This design comes from an exercise in tuning for small area, a short achievable clock period and few clock cycles on the open sky130 flow, not from production work.
Where RTL was checked, it was by simulation tests only, not by an equivalence proof against the original.
Function not checked in runs 1 to 4: the RTL went through the layout flow alone.
The clock port is modelled as an ideal driver; clocking choices that lean on that would not hold on a real chip.
No activity file was given, so power comes from the tool's default toggle rates.

`design.v`:
```
`timescale 1ns/1ps
`default_nettype none
package mem_pkg;
  typedef logic [31:0] addr_t;
  typedef logic [31:0] word_t;
  typedef logic [7:0]  byte_t;
  typedef logic [1:0]  size_t;
  localparam logic [1:0] IO_SELECT = 2'b11;  
endpackage
`default_nettype wire
`timescale 1ns/1ps
`default_nettype none
module mem_unit (
  input  logic                   clk_in,
  input  logic                   rst_in,
  input  logic                   rdy_in,
  input  logic                   fetch_en,
  input  mem_pkg::addr_t         fetch_addr,
  output logic                   fetch_done,
  output mem_pkg::word_t         fetch_data,
  input  logic                   load_en,
  input  mem_pkg::addr_t         load_addr,
  input  mem_pkg::size_t         load_size,
  output logic                   load_done,
  output mem_pkg::word_t         load_data,
  input  logic                   store_en,
  input  mem_pkg::addr_t         store_addr,
  input  mem_pkg::size_t         store_size,
  input  mem_pkg::word_t         store_data,
  output logic                   store_done,
  input  logic                   flush_in,
  input  logic                   io_buffer_full,
  input  mem_pkg::byte_t         mem_din,
  output mem_pkg::byte_t         mem_dout,
  output mem_pkg::addr_t         mem_a,
  output logic                   mem_wr
);
  logic        f_out;       
  logic        s_val;       
  logic [15:0] sw;
  logic [2:0]  fc;
  logic        fdin;        
  logic        f_sub;       
  logic [31:0] ra;
  logic        d_busy;
  logic        d_run;       
  logic        own;         
  logic        own_w;       
  logic        d_wr;        
  logic        d_io;        
  logic [17:0] d_q;         
  logic [1:0]  d_idx;       
  logic [1:0]  d_last;      
  logic [3:0]  wb;          
  logic        ldin;        
  logic        l_fin;       
  logic        ls1, ls2, ls4;  
  logic        d_req;
  logic [1:0]  req_size, req_last;
  logic [17:0] req_addr;
  logic        req_io;
  logic        d_go;        
  logic        d_end;       
  logic        l_start;     
  logic        f_new;       
  logic        c_out;       
  logic        f_go0;       
  logic        f_done0;     
  logic [2:0]  fc0;
  logic [15:0] sw0;
  logic        n_busy, n_run, n_wr, n_io, n_fout, n_own;
  logic        f_hold;      
  logic [2:0]  fc_h;
  logic [1:0]  n_idx, n_last;
  logic [2:0]  n_fc;
  assign d_req    = load_en || store_en;
  assign req_size = load_en ? load_size : store_size;
  assign req_last = req_size[1] ? 2'd3 : {1'b0, req_size[0]};
  assign req_addr = load_en ? load_addr[17:0] : store_addr[17:0];
  assign req_io   = (req_addr[17:16] == mem_pkg::IO_SELECT);
  assign d_go     = own && !(d_wr && d_io && io_buffer_full);
  assign d_end    = d_go && d_idx == d_last;
  assign c_out    = fetch_en || (f_out && !flush_in);
  assign f_go0    = !own && !fc[2] && (c_out || s_val) && !store_en;
  assign l_start  = own && !d_run && !d_wr;
  assign f_done0  = c_out && ((fc[2] && !l_start && !store_en) || (f_go0 && fc == 3'd3));
  assign fc0      = f_done0 ? 3'd0 : fc + {2'd0, f_go0};
  assign sw0      = f_done0 ? sw + 16'd1 : sw;
  assign f_new    = fetch_en && !(s_val && fetch_addr[17:2] == sw);
  assign mem_a    = {14'd0, own ? d_q : {sw, fc[1:0]}};
  assign mem_dout = ({8{wb[0]}} & ra[15:8])  | ({8{wb[1]}} & ra[23:16]) |
                    ({8{wb[2]}} & ra[31:24]) | ({8{wb[3]}} & ra[7:0]);
  assign mem_wr   = rdy_in && own_w && !(d_io && io_buffer_full);
  assign fetch_data = {({8{f_sub}} & mem_din) | ra[31:24], ra[23:0]};
  assign load_data[7:0]   = ({8{ls1}} & mem_din) | ra[7:0];
  assign load_data[15:8]  = ({8{ls2}} & mem_din) | ra[15:8];
  assign load_data[23:16] = ra[23:16];
  assign load_data[31:24] = {8{ls4}} & mem_din;
  logic [1:0] f_lane, l_lane;
  assign f_lane = fc[1:0] - 2'd1;
  assign l_lane = d_idx - 2'd1;
  always_ff @(posedge clk_in)
  begin
    if (fdin)
      ra[8*f_lane +: 8] <= mem_din;
    if (ldin && !l_fin)
      ra[8*l_lane +: 8] <= mem_din;
    if (rdy_in && l_start)
    begin
      if (d_last == 2'd0)
        ra[7:0] <= 8'd0;
      if (!d_last[1])
        ra[23:8] <= 16'd0;
    end
    if (rdy_in && f_go0 && c_out && fc == 3'd3 && !f_new)
      ra[31:24] <= 8'd0;
    if (rdy_in && store_en)
    begin
      ra[31:8] <= store_data[23:0];
      if (store_size[1])
        ra[7:0] <= store_data[31:24];
    end
  end
  always_comb
  begin
    n_busy = d_busy;
    n_run  = d_run;
    n_wr   = d_wr;
    n_io   = d_io;
    n_idx  = d_idx;
    n_last = d_last;
    n_fout = f_out;
    n_fc   = fc;
    if (!rdy_in)
    begin
      if (l_fin)
      begin
        n_busy = 1'b1;
        n_run  = 1'b1;
      end
    end
    else
    begin
      if (d_req)
      begin
        n_busy = 1'b1;
        n_run  = 1'b0;
        n_wr   = store_en;
        n_io   = req_io;
        n_idx  = 2'd0;
        n_last = req_last;
      end
      else if (own)
      begin
        n_run = 1'b1;
        if (d_end)
        begin
          n_busy = 1'b0;
          n_wr   = 1'b0;
        end
        else if (d_go)
          n_idx = d_idx + 2'd1;
      end
      n_fout = f_new || (c_out && !f_done0);
      n_fc   = (f_new || l_start || (store_en && (store_size[1] || fc[2] || fc[1]))) ? 3'd0 :
               (fetch_en && f_done0) ? 3'd4 : fc0;
    end
    fc_h   = fc + {2'd0, !own && !fc[2]};
    f_hold = (fetch_en || f_out) && fc_h != 3'd0 && !fc_h[2];
    if (!rdy_in)
      n_own = own || l_fin;
    else
      n_own = n_busy && (n_run || n_wr || !f_hold);
  end
  always_ff @(posedge clk_in)
  begin
    if (rst_in)
    begin
      f_out      <= 1'b0;
      s_val      <= 1'b0;
      fc         <= 3'd0;
      fdin       <= 1'b0;
      f_sub      <= 1'b0;
      ldin       <= 1'b0;
      l_fin      <= 1'b0;
      ls1        <= 1'b0;
      ls2        <= 1'b0;
      ls4        <= 1'b0;
      d_busy     <= 1'b0;
      d_run      <= 1'b0;
      own        <= 1'b0;
      own_w      <= 1'b0;
      d_wr       <= 1'b0;
      fetch_done <= 1'b0;
      load_done  <= 1'b0;
      store_done <= 1'b0;
    end
    else
    begin
      d_busy <= n_busy;
      d_run  <= n_run;
      d_wr   <= n_wr;
      d_io   <= n_io;
      d_idx  <= n_idx;
      d_last <= n_last;
      f_out  <= n_fout;
      fc     <= n_fc;
      own    <= n_own;
      own_w  <= n_own && n_wr;
      wb     <= 4'b0001 << n_idx;
      if (!rdy_in)
      begin
        fdin  <= 1'b0;
        f_sub <= 1'b0;
        ldin  <= 1'b0;
        l_fin <= 1'b0;
        ls1   <= 1'b0;
        ls2   <= 1'b0;
        ls4   <= 1'b0;
        if (l_fin)
          load_done <= 1'b0;
      end
      else
      begin
        if (d_req)
          d_q <= req_addr;
        else if (d_go && !d_end)
          d_q <= d_q + 18'd1;
        ldin      <= d_go && !d_wr;
        l_fin     <= d_end && !d_wr;
        ls1       <= d_end && !d_wr && d_last == 2'd0;
        ls2       <= d_end && !d_wr && d_last == 2'd1;
        ls4       <= d_end && !d_wr && d_last[1];
        load_done <= d_end && !d_wr;
        store_done <= (n_own && n_wr && !n_io && n_idx == n_last) ||
                      (d_end && d_wr && d_io);
        fdin       <= f_go0 && !f_new;
        f_sub      <= f_go0 && c_out && fc == 3'd3 && !f_new;
        fetch_done <= f_done0 && !f_new;
        sw         <= fetch_en ? fetch_addr[17:2] : sw0;
        if (fetch_en)
          s_val <= 1'b1;
      end
    end
  end
endmodule
`default_nettype wire
```
`flow/run.sh`:
```
#!/bin/bash
# Standard layout, except:
# - the port buffers are plain buf_1 cells (the default pick is the slower
#   and larger clkdlybuf4s50_1); the resizer still sizes them up where
#   timing or slew needs it;
# - the clock tree is built by flow/clock_tree.tcl just before the CTS step
#   (one root buffer, one leaf buffer per cluster of flip-flops), and the
#   CTS step is then left with nothing to do. Its usual tree for this small
#   design is 17 leaf buffers of about 8 flip-flops each.
set -euo pipefail
export BUFFER_PORTS_ARGS="-buffer_cell sky130_fd_sc_hd__buf_1"
export PRE_CTS_TCL="$PWD/flow/clock_tree.tcl"
export CTS_ARGS="-clk_nets clk_in"
bash standard.sh > flow_make.log 2>&1
```
`flow/clock_tree.tcl`:
```
# A small balanced clock tree made by hand: the clock port drives one root
# buffer, which drives one leaf buffer per cluster of flip-flops (clusters
# by k-means on the flip-flops' places); every flip-flop is two buffers from
# the port.
proc my_manual_clock_tree {nleaf rootcell leafcell} {
  set db [ord::get_db]
  set block [ord::get_db_block]
  set clknet [$block findNet clk_in]
  set pts {}
  foreach it [$clknet getITerms] {
    set box [[$it getInst] getBBox]
    lappend pts [list [expr {([$box xMin] + [$box xMax]) / 2}] [expr {([$box yMin] + [$box yMax]) / 2}] $it]
  }
  # start the centres on a spread of the flip-flops sorted by x then y
  set sorted [lsort -integer -index 0 $pts]
  set n [llength $sorted]
  set cs {}
  for {set g 0} {$g < $nleaf} {incr g} {
    set p [lindex $sorted [expr {($g * $n + $n / 2) / $nleaf}]]
    lappend cs [list [lindex $p 0] [lindex $p 1]]
  }
  for {set iter 0} {$iter < 30} {incr iter} {
    set sum {}
    for {set g 0} {$g < $nleaf} {incr g} { lappend sum [list 0 0 0] }
    set asg {}
    foreach p $pts {
      lassign $p x y
      set best 0; set bd -1
      for {set g 0} {$g < $nleaf} {incr g} {
        lassign [lindex $cs $g] cx cy
        set d [expr {abs($x - $cx) + abs($y - $cy)}]
        if {$bd < 0 || $d < $bd} { set bd $d; set best $g }
      }
      lappend asg $best
      lassign [lindex $sum $best] sx sy sn
      lset sum $best [list [expr {$sx + $x}] [expr {$sy + $y}] [expr {$sn + 1}]]
    }
    set ncs {}
    for {set g 0} {$g < $nleaf} {incr g} {
      lassign [lindex $sum $g] sx sy sn
      if {$sn > 0} { lappend ncs [list [expr {$sx / $sn}] [expr {$sy / $sn}]] } else { lappend ncs [lindex $cs $g] }
    }
    set cs $ncs
  }
  set mroot [$db findMaster $rootcell]
  set mleaf [$db findMaster $leafcell]
  set root [odb::dbInst_create $block $mroot clktree_root]
  set rnet [odb::dbNet_create $block clktree_root_net]
  $rnet setSigType CLOCK
  [$root findITerm A] connect $clknet
  [$root findITerm X] connect $rnet
  set leaves {}
  set lnets {}
  for {set g 0} {$g < $nleaf} {incr g} {
    set leaf [odb::dbInst_create $block $mleaf clktree_leaf_$g]
    set lnet [odb::dbNet_create $block clktree_leaf_net_$g]
    $lnet setSigType CLOCK
    [$leaf findITerm A] connect $rnet
    [$leaf findITerm X] connect $lnet
    lassign [lindex $cs $g] cx cy
    $leaf setLocation $cx $cy
    $leaf setPlacementStatus PLACED
    lappend lnets $lnet
  }
  foreach p $pts g $asg {
    set it [lindex $p 2]
    $it disconnect
    $it connect [lindex $lnets $g]
  }
  set sx 0; set sy 0
  foreach c $cs { incr sx [lindex $c 0]; incr sy [lindex $c 1] }
  $root setLocation [expr {$sx / $nleaf}] [expr {$sy / $nleaf}]
  $root setPlacementStatus PLACED
}

my_manual_clock_tree 5 sky130_fd_sc_hd__clkbuf_8 sky130_fd_sc_hd__clkbuf_16
set_propagated_clock [all_clocks]
```
`standard.sh`:
```
#!/bin/bash
# synth_recipe.tcl (not shown) runs the flow's synth.tcl, then flattens the netlist and writes it again
# the make line also repeats each setting of config.mk as NAME=value (left out here)
make -C /OpenROAD-flow-scripts/flow DESIGN_CONFIG=/design/flow/config.mk WORK_HOME=/design/flow/orfs CLKGATE_MAP_FILE= SYNTH_SCRIPT=/design/flow/synth_recipe.tcl "${@:-finish}"
```
`config.mk`:
```
export PLATFORM = sky130hd
export DESIGN_NAME = mem_unit
export DESIGN_NICKNAME = mem_unit
export VERILOG_FILES = /design/flow/design.v
export SDC_FILE = /design/flow/constraint.sdc
export NUM_CORES = 4
export LEC_CHECK = 0
export CAP_MARGIN = 20
export CORE_MARGIN = 2
export CORE_UTILIZATION = 70
export SETUP_SLACK_MARGIN = 2.5
export SLEW_MARGIN = 20
```
`constraint.sdc`:
```
create_clock -name core_clock -period 5.0 [get_ports {clk_in}]
set_input_delay 1.0000 -clock core_clock [delete_from_list [all_inputs] [get_ports {clk_in}]]
set_output_delay 1.0000 -clock core_clock [all_outputs]
set_load 0.01 [all_outputs]
```
==> results.txt, run 1 <==
- Peak Freq: 0.391 GHz
- largest delay contributor family on the critical path: buffers and inverters
- number of stages on the worst hold path: 2
- status: timing/DRC/antenna clean
- FF-to-FF Start: d_idx[0]
- I/O pin count: 256
- quantity of hold-fixing buffers added after cts: 0
- post-route setup TNS: 0 ns
- Critical Path Start Type: primary input
- floorplan row count: 34
- Primary FF master, synth: sky130_fd_sc_hd__dfxtp_1
- FF-to-FF End: ra[21]
- total area of sequential cells: 2340 um^2
- Pleak: 2.77 nW
- hold path startpoint: fetch_done
- routability-driven placement congestion ratio: 0.923
- largest net degree at the start of global routing: 48
- Max Transition Viols Final: 0
- total routing usage reported by global routing: 33.8%
- total of buffers placed on input and output ports: 197
- number of nets with antenna violations after detailed routing: 0
- clk slew on worst S/H paths: 0.08 ns
- Final Instance Count excl. Fillers: 969
- number of iterations in the first detailed-routing pass: 5
- top-count cell post-synth: sky130_fd_sc_hd__nand2_1
- Worst-Margin Slew: 0.898 ns
- total via count after detailed routing: 5,948
- die outline height: 98.1 um
- via count of the first global-routing pass: 5,615
- Crit path depth: 7
- Worst Path Arrival: 2.84 ns
- # setup viols final: 0
- number of flip-flops and latches in the synthesized netlist: 95
- share of Yosys cell area claimed by the top area cell type: 20.8%
- Buf+Inv Stages, Crit Path: 2
- type of the worst setup path: in -> reg
- worst reg2reg setup slack: 2.58 ns
- startpoint of the most critical setup path: store_en
- worst clock skew on the final layout: 0.0116 ns
- first-pass GRT wire length: 26,800 um
- Die Wd: 98.1 um
- sequential area share after synthesis: 37.6%
- Antenna Diode Count: 0
- hold violation total from the final report: 0
- distinct cell type count after synthesis: 57
- grt ovf: 0
- cells along the critical path: buf_1 -> inv_1 -> nor2_2 -> a31oi_1 -> nor3_1 -> o41ai_1 -> o32ai_1
- Post-synth EDFFs: 43
- sum of internal, switching and leakage power: 0.00188 W
- routed length per placed instance: 17.8 um
- half-perimeter wire length of the detailed placement result: 12,700 um
- Yosys Warn Count: 1
- layout net count: 1,026
- share of post-route cells with drive strength above 1: 8.71%
- cell type with the highest aggregate area in the netlist: sky130_fd_sc_hd__edfxtp_1
- cell types occupying the most area after synthesis: sky130_fd_sc_hd__edfxtp_1, sky130_fd_sc_hd__dfxtp_1, sky130_fd_sc_hd__o21ai_0
- multi-input combinational cell area: 3430 um^2
- Hold Path End: fetch_done
- # Max-Cap Violations: 0
- drt first-iter violations: 441
- final period utilization: 51.2%
- Register-to-Register Path Depth: 6
- required time worst endpoint: 5.28 ns
- full die area: 9630 um^2
- number of antenna violations at the first check in global routing: 0
- gate count of the mapped netlist: 721
- Max VDD drop: 0.199 mV
- sum of routed wire length over all layers: 17,300 um
- core footprint: 8640 um^2
- Synth Cell Area: 6200 um^2
- # placed instances: 952
- cell with the biggest individual delay on the critical path: sky130_fd_sc_hd__inv_1
- crit end category: flop
- unrepaired setup endpoints after global routing: true
- initial standard-cell utilization of the core: 71.8%
- final hold slack: 0.478 ns
- maximum fanout encountered on the critical timing path: 14
- Filler Cell Count: 609
- fin crit period: 2.56 ns
- mean cell area of the mapped netlist: 8.60 um^2
- PwrDens: 267 nW/um^2
- path class of the lowest-slack min-delay path: reg -> reg
- DR DRC count: 0
- worst relative slew slack: 40.2%
- top cells by instance count after synthesis: sky130_fd_sc_hd__nand2_1, sky130_fd_sc_hd__o21ai_0, sky130_fd_sc_hd__dfxtp_1
- slowest cell delay on critical path: 0.49 ns
- Synth async-reset ratio: 0%
- synthesis-to-finish area growth: 13.5%
- via-per-instance ratio: 6.14
- worst skew pair latency: 0.38 ns
## worst max-delay path by stage
stage	end	slack, ns
2_1_floorplan	fc[2]	2.51
3_3_place_gp	ra[16]	1.67
3_5_place_dp	ra[12]	1.51
4_1_cts	mem_wr	2.29
5_1_grt	store_done	2.36
6_report	store_done	2.44
## timing repair
| item | 4_1_cts | 5_1_grt |
|---|---|---|
| pin swaps | 1 | 2 |
| gates resized for setup | 19 | 28 |
| setup endpoints to repair | 125 | 58 |
| buffers inserted | 4 | 7 |
## through the flow
| step | utilization (%) | area, um^2 | setup WS (ns) |
|---|---|---|---|
| after floorplan | - | 6280 | 2.51 |
| after global placement | 77.2 | 6670 | 1.67 |
| after detailed placement | 77.2 | 6670 | 1.51 |
| after CTS | 79.9 | 6900 | 2.29 |
| after global routing | 81.5 | 7040 | 2.36 |
| final | 81.5 | 7040 | 2.44 |
## kinds of logic after synthesis
group                      synth area share (%)
and+or+nand+nor                            16.8
AOI/OAI and AO/OA                          21.1
buffers and inverters                      9.32
DFF                                        37.6
xor gates and xnor gates                   7.06
muxes                                      5.00
adders and majority gates                  3.03
other                                    0.0605
## sequential cells by signal, indices dropped and copies added, names as in the netlist, 2 cells and up
| signal | flops |
|---|---|
| d_idx | 2 |
| d_q | 18 |
| sw | 16 |
| d_last | 2 |
| wb | 4 |
| ra | 32 |
| fc | 3 |
## layout by cell type (no fill, tap or decap), types with 16 or more instances in the layout
cell type                  Yosys  final
sky130_fd_sc_hd__edfxtp_1     43     43
sky130_fd_sc_hd__a21oi_1      18     16
sky130_fd_sc_hd__a21o_1       25     25
sky130_fd_sc_hd__nor2_1       26     24
sky130_fd_sc_hd__nand2_1     103    103
sky130_fd_sc_hd__nor3_1       20     20
sky130_fd_sc_hd__inv_1        17     16
sky130_fd_sc_hd__mux2_2       16     16
sky130_fd_sc_hd__nand3_1      20     20
sky130_fd_sc_hd__a22oi_1      49     49
sky130_fd_sc_hd__o21ai_0      78     76
sky130_fd_sc_hd__dfxtp_1      52     49
sky130_fd_sc_hd__buf_1         5    179
sky130_fd_sc_hd__xnor2_1      35     35
## metal layers
layer | vias to the layer above | track usage, % | share of wire [%]
li1 | 2798 | - | -
met1 | 2725 | 41.6 | 38
met2 | 356 | 61.3 | 50
met3 | 69 | 3.01 | 8.1
met4 | 0 | 13.4 | 4.1
met5 | - | 0 | 0
## worst min-delay path, cell delays in order, from the launching register on
cell and delay [ns]:
sky130_fd_sc_hd__dfxtp_1 0.32, sky130_fd_sc_hd__nand2_1 0.06, sky130_fd_sc_hd__a21oi_1 0.05
## power by group
part	switching, W	leakage (nW)	internal, W
sequential	0.0000831	0.840	0.000885
clock	0.000244	0.0688	0.000197
combinational	0.000275	1.86	0.000200
total	0.000601	2.77	0.00128
## cell type report
type / count / area share [%]
buffer: 6 / 1.97
inverter: 17 / 0.960
multi-input combinational: 532 / 48.7
sequential: 95 / 33.2
tap: 108 / 1.92
timing repair buffer: 211 / 13.2
==> run 2: changes to the inputs <==
--- a/config.mk
+++ b/config.mk
@@ -9,4 +9,4 @@
 export CORE_MARGIN = 2
 export CORE_UTILIZATION = 70
-export SETUP_SLACK_MARGIN = 2.5
+export SETUP_SLACK_MARGIN = 2.55
 export SLEW_MARGIN = 20
==> results.txt, run 2 <==
- total internal power: 0.00129 W, +1.0%
- quantity of hold-fixing buffers added after cts: 0, unchanged
- Critical Path Start Type: flop
- sequential group share of total power: 50.6%, -0.8 points
- crit end category: output pin
- half-perimeter wire length of the detailed placement result: 12,900 um, +1.2%
- grt ovf: 0, unchanged
- worst skew pair latency: 0.39 ns, about the same
- initial standard-cell utilization of the core: 71.8%, unchanged
- Primary FF master, synth: sky130_fd_sc_hd__dfxtp_1
- PwrDens: 267 nW/um^2, -0.29%
- Clock Power Share: 23.3%, about the same
- Synth async-reset ratio: 0%, unchanged
- total routing usage reported by global routing: 34.4%, +0.57 points
- drt first-iter violations: 673, +53%
- core footprint: 8640 um^2, unchanged
- floorplan row count: 34, unchanged
- Post-Place Cell Area: 6680 um^2, +0.21%
- register containing the most flip-flops in the final layout: ra
- total of buffers placed on input and output ports: 197, unchanged
- # placed instances: 954, +0.21%
- required time worst endpoint: 4.00 ns, -1.28 ns
- via count of the first global-routing pass: 5,655, +0.71%
- cell types occupying the most area after synthesis: sky130_fd_sc_hd__edfxtp_1, sky130_fd_sc_hd__dfxtp_1, sky130_fd_sc_hd__o21ai_0
- sequential area share after synthesis: 37.6%, unchanged
- top cells by instance count after synthesis: sky130_fd_sc_hd__nand2_1, sky130_fd_sc_hd__o21ai_0, sky130_fd_sc_hd__dfxtp_1
- Worst Path Arrival: 1.50 ns, -1.34 ns
- synthesis-to-finish area growth: 15.5%
- top-count cell post-synth: sky130_fd_sc_hd__nand2_1
- path class of the lowest-slack min-delay path: reg -> reg
- # Max-Cap Violations: 0, unchanged
- setup ws final: 2.50 ns, +0.0649 ns
- gate count of the mapped netlist: 721, unchanged
- total area of sequential cells: 2340 um^2, unchanged
- Post-synth EDFFs: 43, unchanged
- post-route standard cell area excluding fillers: 7160 um^2, +1.7%
- final period utilization: 49.9%, -1.3 points
- Post-Route Utilization: 82.9%, +1.4 points
- portion of total power attributed to combinational logic: 26.1%, +0.9 points
- Post-Place Worst Slack: 1.86 ns, +0.350 ns
- Filler Cell Count: 565, -7.2%
- distinct cell type count after synthesis: 57, unchanged
- Max VDD drop: 0.215 mV, +7.9%
- DR WL met3: 1600 um, +15%
- hold violation total from the final report: 0, unchanged
- Pleak: 2.83 nW, +2.3%
- Die Wd: 98.1 um, unchanged
- status: timing/DRC/antenna clean
- maximum fanout encountered on the critical timing path: 8, -6
- top library cells by usage in the layout, fill and taps aside: sky130_fd_sc_hd__buf_1, sky130_fd_sc_hd__nand2_1, sky130_fd_sc_hd__o21ai_0, sky130_fd_sc_hd__dfxtp_1, sky130_fd_sc_hd__a22oi_1
- I/O pin count: 256, unchanged
- Final Instance Count excl. Fillers: 979, +1.0%
- layout net count: 1,036, +0.97%
- Yosys Warn Count: 1, unchanged
- Sw Ratio: 32.2%, +0.26 points
- number of iterations in the first detailed-routing pass: 8, +3
- first-pass GRT wire length: 27,400 um, +1.9%
- share of post-route cells with drive strength above 1: 10.3%, +1.6 points
- routed length per placed instance: 18.4 um, +3.1%
- most frequent standard cell in the layout excluding fill and tap cells: sky130_fd_sc_hd__buf_1
- DR DRC count: 0, unchanged
- Sw Pwr: 0.000615 W, +2.3%
- unrepaired setup endpoints after global routing: true
- largest registers: ra (32), d_q (18), sw (16)
- number of flip-flops and latches in the synthesized netlist: 95, unchanged
- via-per-instance ratio: 6.22, +1.3%
- multi-input combinational cell area: 3420 um^2, -0.11%
- top layer in use: met4
- number of nets with antenna violations after detailed routing: 0, unchanged
- worst clock skew on the final layout: 0.0418 ns, +0.0302 ns
- total via count after detailed routing: 6,086, +2.3%
- flip-flop count of the largest register after layout: 32, unchanged
- sum of routed wire length over all layers: 18,000 um, +4.2%
- # setup viols final: 0, unchanged
- fin crit period: 2.50 ns, -0.0649 ns
- number of antenna violations at the first check in global routing: 0, unchanged
- length of routed met2 wiring: 8870 um, +2.4%
- Max Transition Viols Final: 0, unchanged
- die outline height: 98.1 um, unchanged
- full die area: 9630 um^2, unchanged
- routability-driven placement congestion ratio: 0.955, +3.5%
- Peak Freq: 0.401 GHz, +2.6%
- Antenna Diode Count: 0, unchanged
- share of Yosys cell area claimed by the top area cell type: 20.8%, unchanged
- worst relative slew slack: 45.1%, +4.9 points
- Worst-Margin Slew: 0.824 ns, -0.0739 ns
- cell type with the highest aggregate area in the netlist: sky130_fd_sc_hd__edfxtp_1
- type of the worst setup path: reg -> out
- Synth Cell Area: 6200 um^2, unchanged
- largest net degree at the start of global routing: 48, unchanged
- post-route setup TNS: 0 ns, unchanged
- clk slew on worst S/H paths: 0.11 ns, +0.03 ns
- mean cell area of the mapped netlist: 8.60 um^2, unchanged
- detailed-route wire length on metal 1: 6760 um, +3.6%
[run 2: path summary, 6_finish.rpt]
kind              startpoint     endpoint  slack (ns)  depth (start not counted)
setup reg to reg    d_idx[0]   store_done        2.54                          6
setup / recovery       wb[0]  mem_dout[4]        2.50                          3
hold / removal    fetch_done   fetch_done        0.49                          2
hold reg to reg   fetch_done   fetch_done        0.49                          2
[run 2: cells by family after synthesis]
kind of cell / count (synthesis) / synth area share, %
adder cells (fa/ha/maj): 15 / 3.03
XOR/XNOR: 50 / 7.06
buffers and inverters: 107 / 9.32
AO/OA/AOI/OAI: 201 / 21.1
AND/OR/NAND/NOR: 223 / 16.8
flip-flops: 95 / 37.6
other: 1 / 0.0605
multiplexers: 29 / 5.00
[run 2: per-stage QoR]
| step | total power (W) | hold slack, ns |
|---|---|---|
| final | 0.00191 | 0.491 |
| after floorplan | 0.00132 | 0.451 |
| after global routing | 0.00198 | 0.515 |
| after global placement | 0.00141 | 0.461 |
| after detailed placement | 0.00143 | 0.479 |
| after CTS | 0.00187 | 0.494 |
[run 2: area by class of cell]
| class | count | area share, % |
|---|---|---|
| Tap cell | 108 | 1.89 |
| Inverter | 17 | 0.996 |
| Buffer | 6 | 1.94 |
| Timing Repair Buffer | 221 | 14.7 |
| Multi-Input combinational cell | 532 | 47.8 |
| Sequential cell | 95 | 32.7 |
[run 2: metal layers]
| metal | track usage [%] | vias to the layer above |
|---|---|---|
| li1 | - | 2817 |
| met1 | 42.1 | 2782 |
| met2 | 61.6 | 409 |
| met3 | 3.15 | 78 |
| met4 | 15.5 | 0 |
| met5 | 0 | - |
[run 2: timing repair]
action,in CTS,in global routing
pin swaps,2,3
endpoints found under the setup margin,123,56
resized for setup,42,16
buffers inserted,9,10
[run 2: power groups by stage]
stage | combinational (W) | sequential [W] | clock [W]
2_1_floorplan | 0.000368 | 0.000950 | 0
3_3_place_gp | 0.000431 | 0.000982 | 0
3_5_place_dp | 0.000443 | 0.000985 | 0
4_1_cts | 0.000467 | 0.000966 | 0.000442
5_1_grt | 0.000541 | 0.000974 | 0.000469
6_report | 0.000498 | 0.000967 | 0.000445
[run 2: worst max-delay path, cell delays in order, from the launching register on]
cell	delay, ns
sky130_fd_sc_hd__edfxtp_1	0.57
sky130_fd_sc_hd__a22oi_1	0.29
sky130_fd_sc_hd__nand2_1	0.10
sky130_fd_sc_hd__buf_1	0.14
==> run 3: changes to the inputs <==
--- a/design.v
+++ b/design.v
@@ -89,7 +89,11 @@
   assign f_new    = fetch_en && !(s_val && fetch_addr[17:2] == sw);
   assign mem_a    = {14'd0, own ? d_q : {sw, fc[1:0]}};
-  assign mem_dout = ({8{wb[0]}} & ra[15:8])  | ({8{wb[1]}} & ra[23:16]) |
-                    ({8{wb[2]}} & ra[31:24]) | ({8{wb[3]}} & ra[7:0]);
+  assign mem_dout = ({8{wb[0]}} & ra[7:0])   | ({8{wb[1]}} & ra[15:8]) |
+                    ({8{wb[2]}} & ra[23:16]) | ({8{wb[3]}} & ra[31:24]);
   assign mem_wr   = rdy_in && own_w && !(d_io && io_buffer_full);
+  assign wb       = 4'b0001 << d_idx;
+  assign ls1      = l_fin && d_last == 2'd0;
+  assign ls2      = l_fin && d_last == 2'd1;
+  assign ls4      = l_fin && d_last[1];
   assign fetch_data = {({8{f_sub}} & mem_din) | ra[31:24], ra[23:0]};
   assign load_data[7:0]   = ({8{ls1}} & mem_din) | ra[7:0];
@@ -116,9 +120,5 @@
       ra[31:24] <= 8'd0;
     if (rdy_in && store_en)
-    begin
-      ra[31:8] <= store_data[23:0];
-      if (store_size[1])
-        ra[7:0] <= store_data[31:24];
-    end
+      ra <= store_data;
   end
   always_comb
@@ -163,5 +163,5 @@
       end
       n_fout = f_new || (c_out && !f_done0);
-      n_fc   = (f_new || l_start || (store_en && (store_size[1] || fc[2] || fc[1]))) ? 3'd0 :
+      n_fc   = (f_new || l_start || store_en) ? 3'd0 :
                (fetch_en && f_done0) ? 3'd4 : fc0;
     end
@@ -184,7 +184,4 @@
       ldin       <= 1'b0;
       l_fin      <= 1'b0;
-      ls1        <= 1'b0;
-      ls2        <= 1'b0;
-      ls4        <= 1'b0;
       d_busy     <= 1'b0;
       d_run      <= 1'b0;
@@ -208,5 +205,4 @@
       own    <= n_own;
       own_w  <= n_own && n_wr;
-      wb     <= 4'b0001 << n_idx;
       if (!rdy_in)
       begin
@@ -215,7 +211,4 @@
         ldin  <= 1'b0;
         l_fin <= 1'b0;
-        ls1   <= 1'b0;
-        ls2   <= 1'b0;
-        ls4   <= 1'b0;
         if (l_fin)
           load_done <= 1'b0;
@@ -229,7 +222,4 @@
         ldin      <= d_go && !d_wr;
         l_fin     <= d_end && !d_wr;
-        ls1       <= d_end && !d_wr && d_last == 2'd0;
-        ls2       <= d_end && !d_wr && d_last == 2'd1;
-        ls4       <= d_end && !d_wr && d_last[1];
         load_done <= d_end && !d_wr;
         store_done <= (n_own && n_wr && !n_io && n_idx == n_last) ||
--- a/config.mk
+++ b/config.mk
@@ -9,4 +9,4 @@
 export CORE_MARGIN = 2
 export CORE_UTILIZATION = 70
-export SETUP_SLACK_MARGIN = 2.55
+export SETUP_SLACK_MARGIN = 2.5
 export SLEW_MARGIN = 20
==> results.txt, run 3 <==
- full die area: 9310 um^2, -3.3%
- total of buffers placed on input and output ports: 197, unchanged
- total routing usage reported by global routing: 39.2%, +4.8 points
- type of the worst setup path: reg -> out
- sum of routed wire length over all layers: 19,900 um, +10%
- total via count after detailed routing: 6,194, +1.8%
- PwrDens: 261 nW/um^2, -2.1%
- distinct cell type count after synthesis: 57, unchanged
- grt ovf: 0, unchanged
- top library cells by usage in the layout, fill and taps aside: sky130_fd_sc_hd__buf_1, sky130_fd_sc_hd__nand2_1, sky130_fd_sc_hd__o21ai_0, sky130_fd_sc_hd__dfxtp_1, sky130_fd_sc_hd__edfxtp_1
- worst skew pair latency: 0.40 ns, about the same
- Synth async-reset ratio: 0%, unchanged
- routability-driven placement congestion ratio: 0.922, -3.5%
- sequential area share after synthesis: 35.9%, -1.7 points
- worst clock skew on the final layout: 0.0441 ns, +0.00225 ns
- I/O pin count: 256, unchanged
- share of Yosys cell area claimed by the top area cell type: 19.6%, -1.3 points
- largest net degree at the start of global routing: 36, -25%
- floorplan row count: 33, -2.9%
- Synth Cell Area: 5990 um^2, -3.4%
- fin crit period: 2.64 ns, +0.140 ns
- most frequent standard cell in the layout excluding fill and tap cells: sky130_fd_sc_hd__buf_1
- total area of sequential cells: 2160 um^2, -7.5%
- maximum fanout encountered on the critical timing path: 9, +1
- largest registers: ra (32), d_q (18), sw (16)
- final hold slack: 0.472 ns, -0.0190 ns
- quantity of hold-fixing buffers added after cts: 0, unchanged
- top-count cell post-synth: sky130_fd_sc_hd__nand2_1
- layout net count: 998, -3.7%
- top cells by instance count after synthesis: sky130_fd_sc_hd__nand2_1, sky130_fd_sc_hd__o21ai_0, sky130_fd_sc_hd__dfxtp_1
- via count of the first global-routing pass: 5,500, -2.7%
- status: timing/DRC/antenna clean
- cell type with the highest aggregate area in the netlist: sky130_fd_sc_hd__edfxtp_1
- core footprint: 8260 um^2, -4.4%
- Max VDD drop: 0.214 mV, -0.49%
- worst relative slew slack: 27.1%, -18 points
- Worst-Margin Slew: 1.08 ns, +0.258 ns
- hold violation total from the final report: 0, unchanged
- Peak Freq: 0.379 GHz, -5.3%
- gate count of the mapped netlist: 672, -6.8%
- number of antenna violations at the first check in global routing: 0, unchanged
- cell types occupying the most area after synthesis: sky130_fd_sc_hd__edfxtp_1, sky130_fd_sc_hd__dfxtp_1, sky130_fd_sc_hd__buf_4
- Sw Ratio: 33.2%, +0.99 points
- number of iterations in the first detailed-routing pass: 5, -3
- Primary FF master, synth: sky130_fd_sc_hd__dfxtp_1
- clk slew on worst S/H paths: 0.07 ns, -0.04 ns
- half-perimeter wire length of the detailed placement result: 12,900 um, +0.72%
- drt first-iter violations: 739, +9.8%
- total internal power: 0.00124 W, -4.0%
- Filler Cell Count: 486, -14%
- register containing the most flip-flops in the final layout: ra
- first-pass GRT wire length: 28,200 um, +3.0%
- Critical Path Start Type: flop
- Antenna Diode Count: 0, unchanged
- DR DRC count: 0, unchanged
- portion of total power attributed to combinational logic: 28.1%, +2.0 points
- worst reg2reg setup slack: 2.41 ns, -0.13 ns
- share of post-route cells with drive strength above 1: 19.3%, +8.9 points
- multi-input combinational cell area: 3510 um^2, +2.4%
- via-per-instance ratio: 6.62, +6.5%
- Yosys Warn Count: 1, unchanged
- Max Transition Viols Final: 0, unchanged
- # Max-Cap Violations: 0, unchanged
- number of nets with antenna violations after detailed routing: 0, unchanged
- number of flip-flops and latches in the synthesized netlist: 88, -7.4%
- Sw Pwr: 0.000617 W, +0.40%
- Post-synth EDFFs: 39, -9.3%
- mean cell area of the mapped netlist: 8.91 um^2, +3.6%
- required time worst endpoint: 4.00 ns, about the same
- cell with the biggest individual delay on the critical path: sky130_fd_sc_hd__edfxtp_1
- path class of the lowest-slack min-delay path: reg -> reg
- flip-flop count of the largest register after layout: 32, unchanged
- synthesis-to-finish area growth: 19.0%
- Clock Power Share: 23.4%, about the same
- post-route setup TNS: 0 ns, unchanged
- final period utilization: 52.7%, +2.8 points
- crit end category: output pin
- routed length per placed instance: 21.2 um, +15%
- sequential group share of total power: 48.5%, -2.1 points
- cells along the critical path: buf_4 -> ha_4 -> a22oi_1 -> nand2_1 -> buf_2
- # setup viols final: 0, unchanged
- Pleak: 2.92 nW, +3.0%
- Worst Path Arrival: 1.64 ns, +0.14 ns
- slowest cell delay on critical path: 0.45 ns, -0.12 ns
- unrepaired setup endpoints after global routing: true
- die outline height: 96.5 um, -1.7%
- Die Wd: 96.5 um, -1.7%
- initial standard-cell utilization of the core: 72.5%, +0.71 points
run 3: cell count changes after synthesis, sizes merged, moves of 9 or more:
cell   before  now
a22oi      49   37
xor2       15   34
nor2       26   35
a22o        5   38
xnor2      35   17
o21ai      79   52
and2       13    1
nand2     103   79
run 3: area by class of cell:
| class | count | share of cell area, % |
|---|---|---|
| Tap cell | 105 | 1.84 |
| Buffer | 6 | 1.95 |
| Inverter | 13 | 0.930 |
| Multi-Input combinational cell | 495 | 49.2 |
| Sequential cell | 88 | 30.3 |
| Timing Repair Buffer | 229 | 15.7 |
run 3: critical path, delay by kind of cell, from the launching register on:
family | cells | cell delay [ns]
compound gates | 1 | 0.22
simple gates | 1 | 0.08
fa+ha+maj | 1 | 0.20
buf+inv | 2 | 0.33
flops | 1 | 0.45
run 3: per-stage QoR:
| stage | util, % | power, W | std cells | worst slack (ns) | cell area, um^2 |
|---|---|---|---|---|---|
| 2_1_floorplan | - | 0.00124 | 685 | 2.50 | 6120 |
| 3_3_place_gp | 78.1 | 0.00133 | 903 | 1.91 | 6450 |
| 3_5_place_dp | 78.1 | 0.00135 | 903 | 1.84 | 6450 |
| 4_1_cts | 84.2 | 0.00180 | 931 | 2.42 | 6960 |
| 5_1_grt | 86.3 | 0.00193 | 936 | 2.31 | 7130 |
| 6_report | 86.3 | 0.00186 | 936 | 2.36 | 7130 |
run 3: kinds of logic (layout without fill, tap and decap cells):
| family | count (synthesis) | in the layout | share of synthesized area, % |
|---|---|---|---|
| other cells | 1 | 14 | 0.0626 |
| buf+inv | 102 | 248 | 10.1 |
| flops | 88 | 88 | 35.9 |
| simple gates | 191 | 191 | 14.9 |
| xor+xnor | 51 | 51 | 7.58 |
| compound gates | 197 | 197 | 23.3 |
| mux | 25 | 25 | 4.60 |
| fa+ha+maj | 17 | 17 | 3.55 |
run 3: metal layers:
metal,global-route usage [%],up-vias,part of all wire (%)
li1,-,2703,-
met1,50.4,2874,36
met2,67.2,505,47
met3,4.42,112,11
met4,16.1,0,5.2
met5,0,-,0
run 3: power by group through the flow:
stage,clock network (W),logic (W),registers [W]
final,0.000436,0.000522,0.000902
after CTS,0.000430,0.000480,0.000895
after global routing,0.000454,0.000565,0.000907
after global placement,0,0.000424,0.000907
after floorplan,0,0.000366,0.000877
after detailed placement,0,0.000436,0.000911
run 3: final timing paths:
kind	startpoint	endpoint	cells past startpoint
max	d_idx[0]	mem_dout[6]	5
min	fetch_done	fetch_done	2
max reg2reg	d_idx[0]	ra[23]	6
min reg2reg	fetch_done	fetch_done	2
run 3: repair_timing:
item                       in CTS  in global routing
setup endpoints to repair      94                 70
resized for setup              66                 48
pin swaps                      11                 14
buffers inserted               21                  5
cloned                          1                  0
==> run 4: changes to the inputs <==
--- a/design.v
+++ b/design.v
@@ -46,5 +46,4 @@
   logic        d_run;       
   logic        own;         
-  logic        own_w;       
   logic        d_wr;        
   logic        d_io;        
@@ -91,5 +90,5 @@
   assign mem_dout = ({8{wb[0]}} & ra[7:0])   | ({8{wb[1]}} & ra[15:8]) |
                     ({8{wb[2]}} & ra[23:16]) | ({8{wb[3]}} & ra[31:24]);
-  assign mem_wr   = rdy_in && own_w && !(d_io && io_buffer_full);
+  assign mem_wr   = rdy_in && own && d_wr && !(d_io && io_buffer_full);
   assign wb       = 4'b0001 << d_idx;
   assign ls1      = l_fin && d_last == 2'd0;
@@ -187,5 +186,4 @@
       d_run      <= 1'b0;
       own        <= 1'b0;
-      own_w      <= 1'b0;
       d_wr       <= 1'b0;
       fetch_done <= 1'b0;
@@ -204,5 +202,4 @@
       fc     <= n_fc;
       own    <= n_own;
-      own_w  <= n_own && n_wr;
       if (!rdy_in)
       begin
==> results.txt, run 4 <==
- drt first-iter violations: 498, -33%
- initial standard-cell utilization of the core: 72.7%, +0.23 points
- most frequent standard cell in the layout excluding fill and tap cells: sky130_fd_sc_hd__buf_1
- die outline height: 96.9 um, +0.39%
- full die area: 9380 um^2, +0.78%
- cell with the biggest individual delay on the critical path: sky130_fd_sc_hd__edfxtp_1
- Primary FF master, synth: sky130_fd_sc_hd__dfxtp_1
- required time worst endpoint: 4.00 ns, about the same
- share of Yosys cell area claimed by the top area cell type: 19.4%, -0.16 points
- synthesis-to-finish area growth: 15.7%
- status: timing/DRC/antenna clean
- worst relative slew slack: 31.7%, +4.6 points
- FF-to-FF End: ra[10]
- cell type with the highest aggregate area in the netlist: sky130_fd_sc_hd__edfxtp_1
- layout net count: 1,001, +0.30%
- complex-gate fraction of the synthesized area: 22.5%, -0.83 points
- Die Wd: 96.9 um, +0.39%
- GRT met1 Usage: 43.1%, -7.4 points
- unrepaired setup endpoints after global routing: true
- dominant combinational cell family by area after synthesis: compound AO/OA/AOI/OAI gates
- Buf+Inv Stages, Crit Path: 2, unchanged
- Antenna Diode Count: 0, unchanged
- Worst Path Arrival: 1.63 ns, about the same
- worst skew pair latency: 0.38 ns, -0.02 ns
- cells along the critical path: buf_6 -> ha_4 -> a22oi_1 -> nand2_1 -> buf_1
- hold path startpoint: fetch_done
- total of buffers placed on input and output ports: 197, unchanged
- PwrDens: 266 nW/um^2, +1.8%
- core footprint: 8300 um^2, +0.50%
- routability-driven placement congestion ratio: 0.958, +3.9%
- FF-to-FF Start: d_idx[0]
- first-pass GRT wire length: 28,500 um, +1.1%
- # Max-Cap Violations: 0, unchanged
- Peak Freq: 0.380 GHz, +0.12%
- flip-flop count of the largest register after layout: 32, unchanged
- grt ovf: 0, unchanged
- worst reg2reg setup slack: 2.61 ns, +0.20 ns
- Synth Cell Area: 6040 um^2, +0.81%
- DR DRC count: 0, unchanged
- Synth async-reset ratio: 0%, unchanged
- sequential area share after synthesis: 35.3%, -0.62 points
- routed length per placed instance: 19.2 um, -9.5%
- largest registers: ra (32), d_q (18), sw (16)
- distinct cell type count after synthesis: 61, +7.0%
- number of nets with antenna violations after detailed routing: 0, unchanged
- mean cell area of the mapped netlist: 8.72 um^2, -2.1%
- Critical Path Start Type: flop
- multiplexer area fraction after synthesis: 5.06%, +0.46 points
- type of the worst setup path: reg -> out
- Post-synth EDFFs: 39, unchanged
- crit end category: output pin
- cell types occupying the most area after synthesis: sky130_fd_sc_hd__edfxtp_1, sky130_fd_sc_hd__dfxtp_1, sky130_fd_sc_hd__buf_4
- Max VDD drop: 0.179 mV, -16%
- Pleak: 2.85 nW, -2.4%
- share of post-route cells with drive strength above 1: 12.9%, -6.3 points
- total routing usage reported by global routing: 36.0%, -3.2 points
- Hold Path End: fetch_done
- quantity of hold-fixing buffers added after cts: 0, unchanged
- via-per-instance ratio: 6.31, -4.6%
- total via count after detailed routing: 5,928, -4.3%
- global route hottest layer: met2
- gate count of the mapped netlist: 692, +3.0%
- # setup viols final: 0, unchanged
- hold violation total from the final report: 0, unchanged
- I/O pin count: 256, unchanged
- Max Transition Viols Final: 0, unchanged
- Worst-Margin Slew: 1.01 ns, -0.0684 ns
- worst clock skew on the final layout: 0.0250 ns, -0.0191 ns
- post-route setup TNS: 0 ns, unchanged
- final period utilization: 52.6%, -0.061 points
- fin crit period: 2.63 ns, -0.00305 ns
- Yosys Warn Count: 1, unchanged
- top cells by instance count after synthesis: sky130_fd_sc_hd__nand2_1, sky130_fd_sc_hd__dfxtp_1, sky130_fd_sc_hd__buf_4
- GR met3 Demand/Resource: 4.19%, -0.23 points
- largest net degree at the start of global routing: 41, +14%
- top-count cell post-synth: sky130_fd_sc_hd__nand2_1
- top library cells by usage in the layout, fill and taps aside: sky130_fd_sc_hd__buf_1, sky130_fd_sc_hd__nand2_1, sky130_fd_sc_hd__dfxtp_1, sky130_fd_sc_hd__edfxtp_1, sky130_fd_sc_hd__nor2_1
- number of antenna violations at the first check in global routing: 0, unchanged
- number of flip-flops and latches in the synthesized netlist: 87, -1.1%
- via count of the first global-routing pass: 5,848, +6.3%
- fraction of met2 tracks used by global routing: 64.9%, -2.3 points
- number of stages on the worst hold path: 2, unchanged
- post-synthesis share of cell area spent on and, or, nand and nor gates: 16.4%, +1.5 points
- sum of routed wire length over all layers: 18,100 um, -9.2%
- slowest cell delay on critical path: 0.43 ns, -0.02 ns
- number of iterations in the first detailed-routing pass: 5, unchanged
- xor/xnor cell area share of the yosys netlist: 7.38%, -0.21 points
- adder-cell share of the synthesized area: 3.52%, -0.029 points
- register containing the most flip-flops in the final layout: ra
- Register-to-Register Path Depth: 6, unchanged
- final hold slack: 0.481 ns, +0.00808 ns
- floorplan row count: 33, unchanged
- half-perimeter wire length of the detailed placement result: 12,700 um, -2.0%
- largest delay contributor family on the critical path: flip-flops
- maximum fanout encountered on the critical timing path: 8, -1
- path class of the lowest-slack min-delay path: reg -> reg
- clk slew on worst S/H paths: 0.07 ns, about the same
## run 4: metal layers
metal  wire, um  vias up
met5          0        -
met4        918        0
met3       1600       81
met2       9030      398
met1       6510     2728
li1           -     2721
## run 4: cell families after synthesis
kind of cell    after synthesis
simple gates                208
compound gates              193
buf+inv                     108
flops                        87
xor+xnor                     50
mux                          28
fa+ha+maj                    17
other cells                   1
## run 4: worst reg2reg max path: stages (launching register included)
cell	delay (ns)
sky130_fd_sc_hd__edfxtp_1	0.43
sky130_fd_sc_hd__buf_6	0.18
sky130_fd_sc_hd__buf_4	0.16
sky130_fd_sc_hd__ha_1	0.25
sky130_fd_sc_hd__o41ai_2	0.95
sky130_fd_sc_hd__a22oi_1	0.20
sky130_fd_sc_hd__o21ai_1	0.17
## run 4: worst max-delay path by stage
stage | start | endpoint | slack (ns) | depth (start not counted)
floorplan | store_en | fc[2] | 2.50 | 10
global placement | fetch_en | sw[9] | 1.99 | 6
detailed placement | fetch_en | sw[7] | 1.97 | 6
CTS | d_idx[1] | mem_dout[0] | 2.36 | 5
global route | d_idx[1] | mem_dout[0] | 2.34 | 5
finish | d_idx[0] | mem_dout[5] | 2.37 | 5
## run 4: stage by stage
stage / area [um^2] / utilization, % / power [W] / worst slack [ns] / std cells
2_1_floorplan: 6120 / - / 0.00126 / 2.50 / 705
3_3_place_gp: 6480 / 78.1 / 0.00136 / 1.99 / 918
3_5_place_dp: 6480 / 78.1 / 0.00137 / 1.97 / 918
4_1_cts: 6870 / 82.8 / 0.00182 / 2.36 / 937
5_1_grt: 6980 / 84.1 / 0.00193 / 2.34 / 939
6_report: 6980 / 84.1 / 0.00186 / 2.37 / 939
## run 4: layout make-up
class	count	area, um^2
multi-input combinational	510	3510
sequential	87	2140
fill	550	1320
timing repair buffer	217	1010
buffer	6	139
tap	105	131
inverter	14	52.6
## run 4: repair_timing
item	4_1_cts	5_1_grt
gates cloned	1	0
setup endpoints to repair	110	67
hold endpoints to repair	0	0
pin swaps	7	11
buffers inserted	12	2
resized for setup	56	25
## run 4: where the power goes
group          switching [W]  internal [W]  total [W]
clock network       0.000234      0.000196   0.000431
registers          0.0000830      0.000812   0.000895
logic               0.000295      0.000235   0.000530
==> run 5: changes to the inputs <==
--- a/design.v
+++ b/design.v
@@ -46,4 +46,5 @@
   logic        d_run;       
   logic        own;         
+  logic        own_w;       
   logic        d_wr;        
   logic        d_io;        
@@ -90,9 +91,5 @@
   assign mem_dout = ({8{wb[0]}} & ra[7:0])   | ({8{wb[1]}} & ra[15:8]) |
                     ({8{wb[2]}} & ra[23:16]) | ({8{wb[3]}} & ra[31:24]);
-  assign mem_wr   = rdy_in && own && d_wr && !(d_io && io_buffer_full);
-  assign wb       = 4'b0001 << d_idx;
-  assign ls1      = l_fin && d_last == 2'd0;
-  assign ls2      = l_fin && d_last == 2'd1;
-  assign ls4      = l_fin && d_last[1];
+  assign mem_wr   = rdy_in && own_w && !(d_io && io_buffer_full);
   assign fetch_data = {({8{f_sub}} & mem_din) | ra[31:24], ra[23:0]};
   assign load_data[7:0]   = ({8{ls1}} & mem_din) | ra[7:0];
@@ -183,7 +180,11 @@
       ldin       <= 1'b0;
       l_fin      <= 1'b0;
+      ls1        <= 1'b0;
+      ls2        <= 1'b0;
+      ls4        <= 1'b0;
       d_busy     <= 1'b0;
       d_run      <= 1'b0;
       own        <= 1'b0;
+      own_w      <= 1'b0;
       d_wr       <= 1'b0;
       fetch_done <= 1'b0;
@@ -202,4 +203,6 @@
       fc     <= n_fc;
       own    <= n_own;
+      own_w  <= n_own && n_wr;
+      wb     <= 4'b0001 << n_idx;
       if (!rdy_in)
       begin
@@ -208,4 +211,7 @@
         ldin  <= 1'b0;
         l_fin <= 1'b0;
+        ls1   <= 1'b0;
+        ls2   <= 1'b0;
+        ls4   <= 1'b0;
         if (l_fin)
           load_done <= 1'b0;
@@ -219,4 +225,7 @@
         ldin      <= d_go && !d_wr;
         l_fin     <= d_end && !d_wr;
+        ls1       <= d_end && !d_wr && d_last == 2'd0;
+        ls2       <= d_end && !d_wr && d_last == 2'd1;
+        ls4       <= d_end && !d_wr && d_last[1];
         load_done <= d_end && !d_wr;
         store_done <= (n_own && n_wr && !n_io && n_idx == n_last) ||
--- a/flow/clock_tree.tcl
+++ b/flow/clock_tree.tcl
@@ -63,8 +63,41 @@
     lappend lnets $lnet
   }
+  # final assignment with balanced clusters: nearest centre first, each
+  # centre taking at most ceil(n / nleaf) flip-flops
+  set cap [expr {($n + $nleaf - 1) / $nleaf}]
+  set pairs {}
+  set i 0
+  foreach p $pts {
+    lassign $p x y
+    for {set g 0} {$g < $nleaf} {incr g} {
+      lassign [lindex $cs $g] cx cy
+      lappend pairs [list [expr {abs($x - $cx) + abs($y - $cy)}] $i $g]
+    }
+    incr i
+  }
+  set pairs [lsort -integer -index 0 $pairs]
+  set asg [lrepeat $n -1]
+  set cnt [lrepeat $nleaf 0]
+  foreach pr $pairs {
+    lassign $pr d i g
+    if {[lindex $asg $i] >= 0 || [lindex $cnt $g] >= $cap} { continue }
+    lset asg $i $g
+    lset cnt $g [expr {[lindex $cnt $g] + 1}]
+  }
+  # leaf buffers at the centres of their flip-flops
+  set sum {}
+  for {set g 0} {$g < $nleaf} {incr g} { lappend sum [list 0 0 0] }
   foreach p $pts g $asg {
-    set it [lindex $p 2]
+    lassign $p x y it
     $it disconnect
     $it connect [lindex $lnets $g]
+    lassign [lindex $sum $g] sx sy sn
+    lset sum $g [list [expr {$sx + $x}] [expr {$sy + $y}] [expr {$sn + 1}]]
+  }
+  for {set g 0} {$g < $nleaf} {incr g} {
+    lassign [lindex $sum $g] sx sy sn
+    set cx [expr {$sx / $sn}]; set cy [expr {$sy / $sn}]
+    lset cs $g [list $cx $cy]
+    [$block findInst clktree_leaf_$g] setLocation $cx $cy
   }
   set sx 0; set sy 0
@@ -74,4 +107,4 @@
 }
 
-my_manual_clock_tree 5 sky130_fd_sc_hd__clkbuf_8 sky130_fd_sc_hd__clkbuf_16
+my_manual_clock_tree 6 sky130_fd_sc_hd__clkbuf_8 sky130_fd_sc_hd__clkbuf_16
 set_propagated_clock [all_clocks]
--- a/config.mk
+++ b/config.mk
@@ -8,5 +8,5 @@
 export CAP_MARGIN = 20
 export CORE_MARGIN = 2
-export CORE_UTILIZATION = 70
+export CORE_UTILIZATION = 40
 export SETUP_SLACK_MARGIN = 2.5
 export SLEW_MARGIN = 20
==> results.txt, run 5 <==
- Die Wd: 128 um, +32%
- routed length per placed instance: 17.7 um, -8.0%
- most frequent standard cell in the layout excluding fill and tap cells: sky130_fd_sc_hd__buf_1
- core footprint: 15,100 um^2, +82%
- path class of the lowest-slack min-delay path: reg -> reg
- Post-synth EDFFs: 43, +10%
- sum of routed wire length over all layers: 18,300 um, +1.5%
- fin crit period: 2.51 ns, -0.123 ns
- Sw Ratio: 32.6%, -0.38 points
- first-pass GRT wire length: 27,800 um, -2.4%
- synthesis-to-finish area growth: 15.7%, about the same
- worst clock skew on the final layout: 0.0213 ns, -0.00363 ns
- via-per-instance ratio: 5.49, -13%
- share of post-route cells with drive strength above 1: 9.20%, -3.8 points
- type of the worst setup path: reg -> out
- DR DRC count: 0, unchanged
- mean cell area of the mapped netlist: 8.73 um^2, about the same
- die outline height: 128 um, +32%
- gate count of the mapped netlist: 707, +2.2%
- final period utilization: 50.2%, -2.5 points
- worst relative slew slack: 42.0%, +10 points
- worst reg2reg setup slack: 2.72 ns, +0.11 ns
- worst skew pair latency: 0.40 ns, +0.02 ns
- total area of sequential cells: 2340 um^2, +9.2%
- clk slew on worst S/H paths: 0.09 ns, +0.02 ns
- initial standard-cell utilization of the core: 40.7%, -32 points
- number of nets with antenna violations after detailed routing: 0, unchanged
- fraction of met2 tracks used by global routing: 34.4%, -30 points
- via count of the first global-routing pass: 5,076, -13%
- Filler Cell Count: 1,547, +180%
- sequential area share after synthesis: 37.8%, +2.5 points
- Pleak: 2.82 nW, -1.1%
- total via count after detailed routing: 5,684, -4.1%
- largest net degree at the start of global routing: 43, +4.9%
- Sw Pwr: 0.000642 W, +4.9%
- Clock Power Share: 26.0%, +2.8 points
- Synth async-reset ratio: 0%, unchanged
- crit end category: output pin
- Peak Freq: 0.399 GHz, +4.9%
- Post-Place Cell Area: 6730 um^2, +3.9%
- portion of total power attributed to combinational logic: 24.8%, -3.8 points
- Primary FF master, synth: sky130_fd_sc_hd__dfxtp_1
- half-perimeter wire length of the detailed placement result: 13,400 um, +5.5%
- sequential group share of total power: 49.3%, +1.1 points
- Synth Cell Area: 6170 um^2, +2.2%
- post-route standard cell area excluding fillers: 7140 um^2, +2.2%
- share of Yosys cell area claimed by the top area cell type: 20.9%, +1.5 points
- routability-driven placement congestion ratio: 0.878, -8.3%
- global route hottest layer: met2
- PwrDens: 276 nW/um^2, +3.8%
- total routing usage reported by global routing: 20.9%, -15 points
- I/O pin count: 256, unchanged
- cell type with the highest aggregate area in the netlist: sky130_fd_sc_hd__edfxtp_1
- Critical Path Start Type: flop
- Worst-Margin Slew: 0.870 ns, -0.144 ns
- distinct cell type count after synthesis: 54, -11%
- Max VDD drop: 0.136 mV, -24%
- cell types occupying the most area after synthesis: sky130_fd_sc_hd__edfxtp_1, sky130_fd_sc_hd__dfxtp_1, sky130_fd_sc_hd__o21ai_0
- top-count cell post-synth: sky130_fd_sc_hd__nand2_1
- maximum fanout encountered on the critical timing path: 8, unchanged
- status: timing/DRC/antenna clean
- floorplan row count: 45, +36%
- GRT met1 Usage: 29.7%, -13 points
- GR met3 Demand/Resource: 1.96%, -2.2 points
- slowest cell delay on critical path: 0.54 ns, +0.11 ns
- drt first-iter violations: 392, -21%
- Worst Path Arrival: 1.51 ns, -0.12 ns
- full die area: 16,400 um^2, +75%
- Max Transition Viols Final: 0, unchanged
- total internal power: 0.00133 W, +6.8%
- number of iterations in the first detailed-routing pass: 5, unchanged
- multi-input combinational cell area: 3370 um^2, -4.0%
- Antenna Diode Count: 0, unchanged
- register containing the most flip-flops in the final layout: ra
- required time worst endpoint: 4.00 ns, about the same
- largest delay contributor family on the critical path: flip-flops
- post-route setup TNS: 0 ns, unchanged
- number of antenna violations at the first check in global routing: 0, unchanged
- top library cells by usage in the layout, fill and taps aside: sky130_fd_sc_hd__buf_1, sky130_fd_sc_hd__nand2_1, sky130_fd_sc_hd__o21ai_0, sky130_fd_sc_hd__dfxtp_1, sky130_fd_sc_hd__edfxtp_1
- number of flip-flops and latches in the synthesized netlist: 95, +9.2%
- Buf+Inv Stages, Crit Path: 1, -1
- layout net count: 1,013, +1.2%
- top cells by instance count after synthesis: sky130_fd_sc_hd__nand2_1, sky130_fd_sc_hd__o21ai_0, sky130_fd_sc_hd__dfxtp_1
- grt ovf: 0, unchanged
- # Max-Cap Violations: 0, unchanged
- cells along the critical path: a22oi_1 -> nand2_1 -> buf_1
- unrepaired setup endpoints after global routing: true
- flip-flop count of the largest register after layout: 32, unchanged
- hold violation total from the final report: 0, unchanged
- total of buffers placed on input and output ports: 197, unchanged
- largest registers: ra (32), d_q (18), sw (16)
- Yosys Warn Count: 1, unchanged
- # setup viols final: 0, unchanged
- cell with the biggest individual delay on the critical path: sky130_fd_sc_hd__edfxtp_1
[run 5: changes by cell type in the layout (fill, tap and decap cells not counted), sizes merged, moves of 4 or more]
cell	change
nand2	+10
edfxtp	+4
nand4	-5
dfxtp	+4
a22oi	+10
a22o	-14
buf	-7
a21oi	+7
and2	+6
o21ai	+17
[run 5: worst reg2reg max path: stages (launching register included)]
cell	delay, ns
sky130_fd_sc_hd__edfxtp_1	0.63
sky130_fd_sc_hd__inv_1	0.23
sky130_fd_sc_hd__ha_1	0.41
sky130_fd_sc_hd__nor2_1	0.18
sky130_fd_sc_hd__a22o_1	0.39
sky130_fd_sc_hd__a22oi_1	0.17
sky130_fd_sc_hd__o21ai_0	0.19
[run 5: what timing repair did]
action,in CTS,in global routing
resized for setup,29,14
endpoints found under the setup margin,103,59
hold buffers,0,0
setup buffers,7,1
gates cloned,1,0
pin swaps,0,2
[run 5: area by class of cell]
class / count / area share [%]
inverter: 16 / 0.894
tap: 188 / 3.29
sequential: 95 / 32.8
timing repair buffer: 210 / 13.6
multi-input combinational: 520 / 47.1
buffer: 7 / 2.30
[run 5: path summary, 6_finish.rpt]
| kind | from | endpoint | cells after the start |
|---|---|---|---|
| setup / recovery | wb[3] | mem_dout[1] | 3 |
| hold reg to reg | fetch_done | fetch_done | 2 |
| hold / removal | fetch_done | fetch_done | 2 |
| setup reg to reg | d_idx[0] | ra[19] | 6 |
[run 5: routing by layer]
metal	vias to the layer above	routed length [um]
met3	28	1280
met2	277	8340
met5	-	0
met1	2614	8280
met4	0	431
li1	2765	-
[run 5: cell families (layout without fill, tap and decap cells)]
family | count (synthesis) | after routing | share of synthesized area, %
compound gates | 206 | 206 | 22.4
flops | 95 | 95 | 37.8
other cells | 1 | 14 | 0.0608
mux | 25 | 25 | 4.44
buf+inv | 105 | 233 | 9.31
xor+xnor | 49 | 49 | 6.95
simple gates | 211 | 211 | 16.0
fa+ha+maj | 15 | 15 | 3.04
[run 5: metrics by stage]
stage	power [W]	std cells	hold slack (ns)	setup slack (ns)	util, %
6_report	0.00197	1036	0.472	2.49	47.1
5_1_grt	0.00206	1036	0.521	2.49	47.1
4_1_cts	0.00198	1035	0.472	2.48	46.8
3_5_place_dp	0.00144	1020	0.458	1.69	44.5
3_3_place_gp	0.00144	1020	0.453	1.71	44.5
2_1_floorplan	0.00133	720	0.459	2.49	-
[run 5: power groups by stage]
| stage | logic (W) | clock network (W) | registers [W] |
|---|---|---|---|
| finish | 0.000488 | 0.000512 | 0.000970 |
| global route | 0.000538 | 0.000547 | 0.000977 |
| CTS | 0.000483 | 0.000532 | 0.000966 |
| detailed placement | 0.000454 | 0 | 0.000990 |
| global placement | 0.000453 | 0 | 0.000989 |
| floorplan | 0.000376 | 0 | 0.000949 |
Testbench counts of run 5, summed over its fixed seeds: cycles 68,456.

port drivers added, routing unchanged:
In the flow no input, the clock included, has a driving cell. The finished layouts below were timed again as built, in two steps.
Step 1 (the two cells are an assumption about what drives the block):
set clk [get_ports {clk_in}]
set_driving_cell -lib_cell sky130_fd_sc_hd__clkbuf_16 $clk
set_driving_cell -lib_cell sky130_fd_sc_hd__buf_2 [delete_from_list [all_inputs] $clk]
Step 2 moves the port delays by t, midway between the first and last clock arrival at a register: inputs arrive t later, outputs are due t later. That takes back most of the time a late clock gives input paths.
Slacks: ideal / step 1 / step 2; pairs: ideal / step 1.
| run | t, ns | setup WS [ns] | hold WS [ns] | worst register clock-pin slew, ns |
|---|---|---|---|---|
| run 1 | 0.407 | 2.440 / 2.450 / 2.044 | 0.478 / 0.478 / 0.478 | 0.09 / 0.09 |
| run 2 | 0.408 | 2.505 / 2.451 / 2.153 | 0.491 / 0.491 / 0.491 | 0.11 / 0.11 |
| run 3 | 0.409 | 2.365 / 2.331 / 2.080 | 0.472 / 0.472 / 0.472 | 0.10 / 0.10 |
| run 4 | 0.399 | 2.368 / 2.333 / 2.156 | 0.481 / 0.481 / 0.481 | 0.09 / 0.09 |
| run 5 | 0.429 | 2.491 / 2.452 / 2.223 | 0.472 / 0.472 / 0.472 | 0.09 / 0.09 |
After both steps setup and hold are still met in every run listed. The setup slack of run 1, which loses most, moves by +0.010 ns with the drivers and by -0.396 ns with both steps.
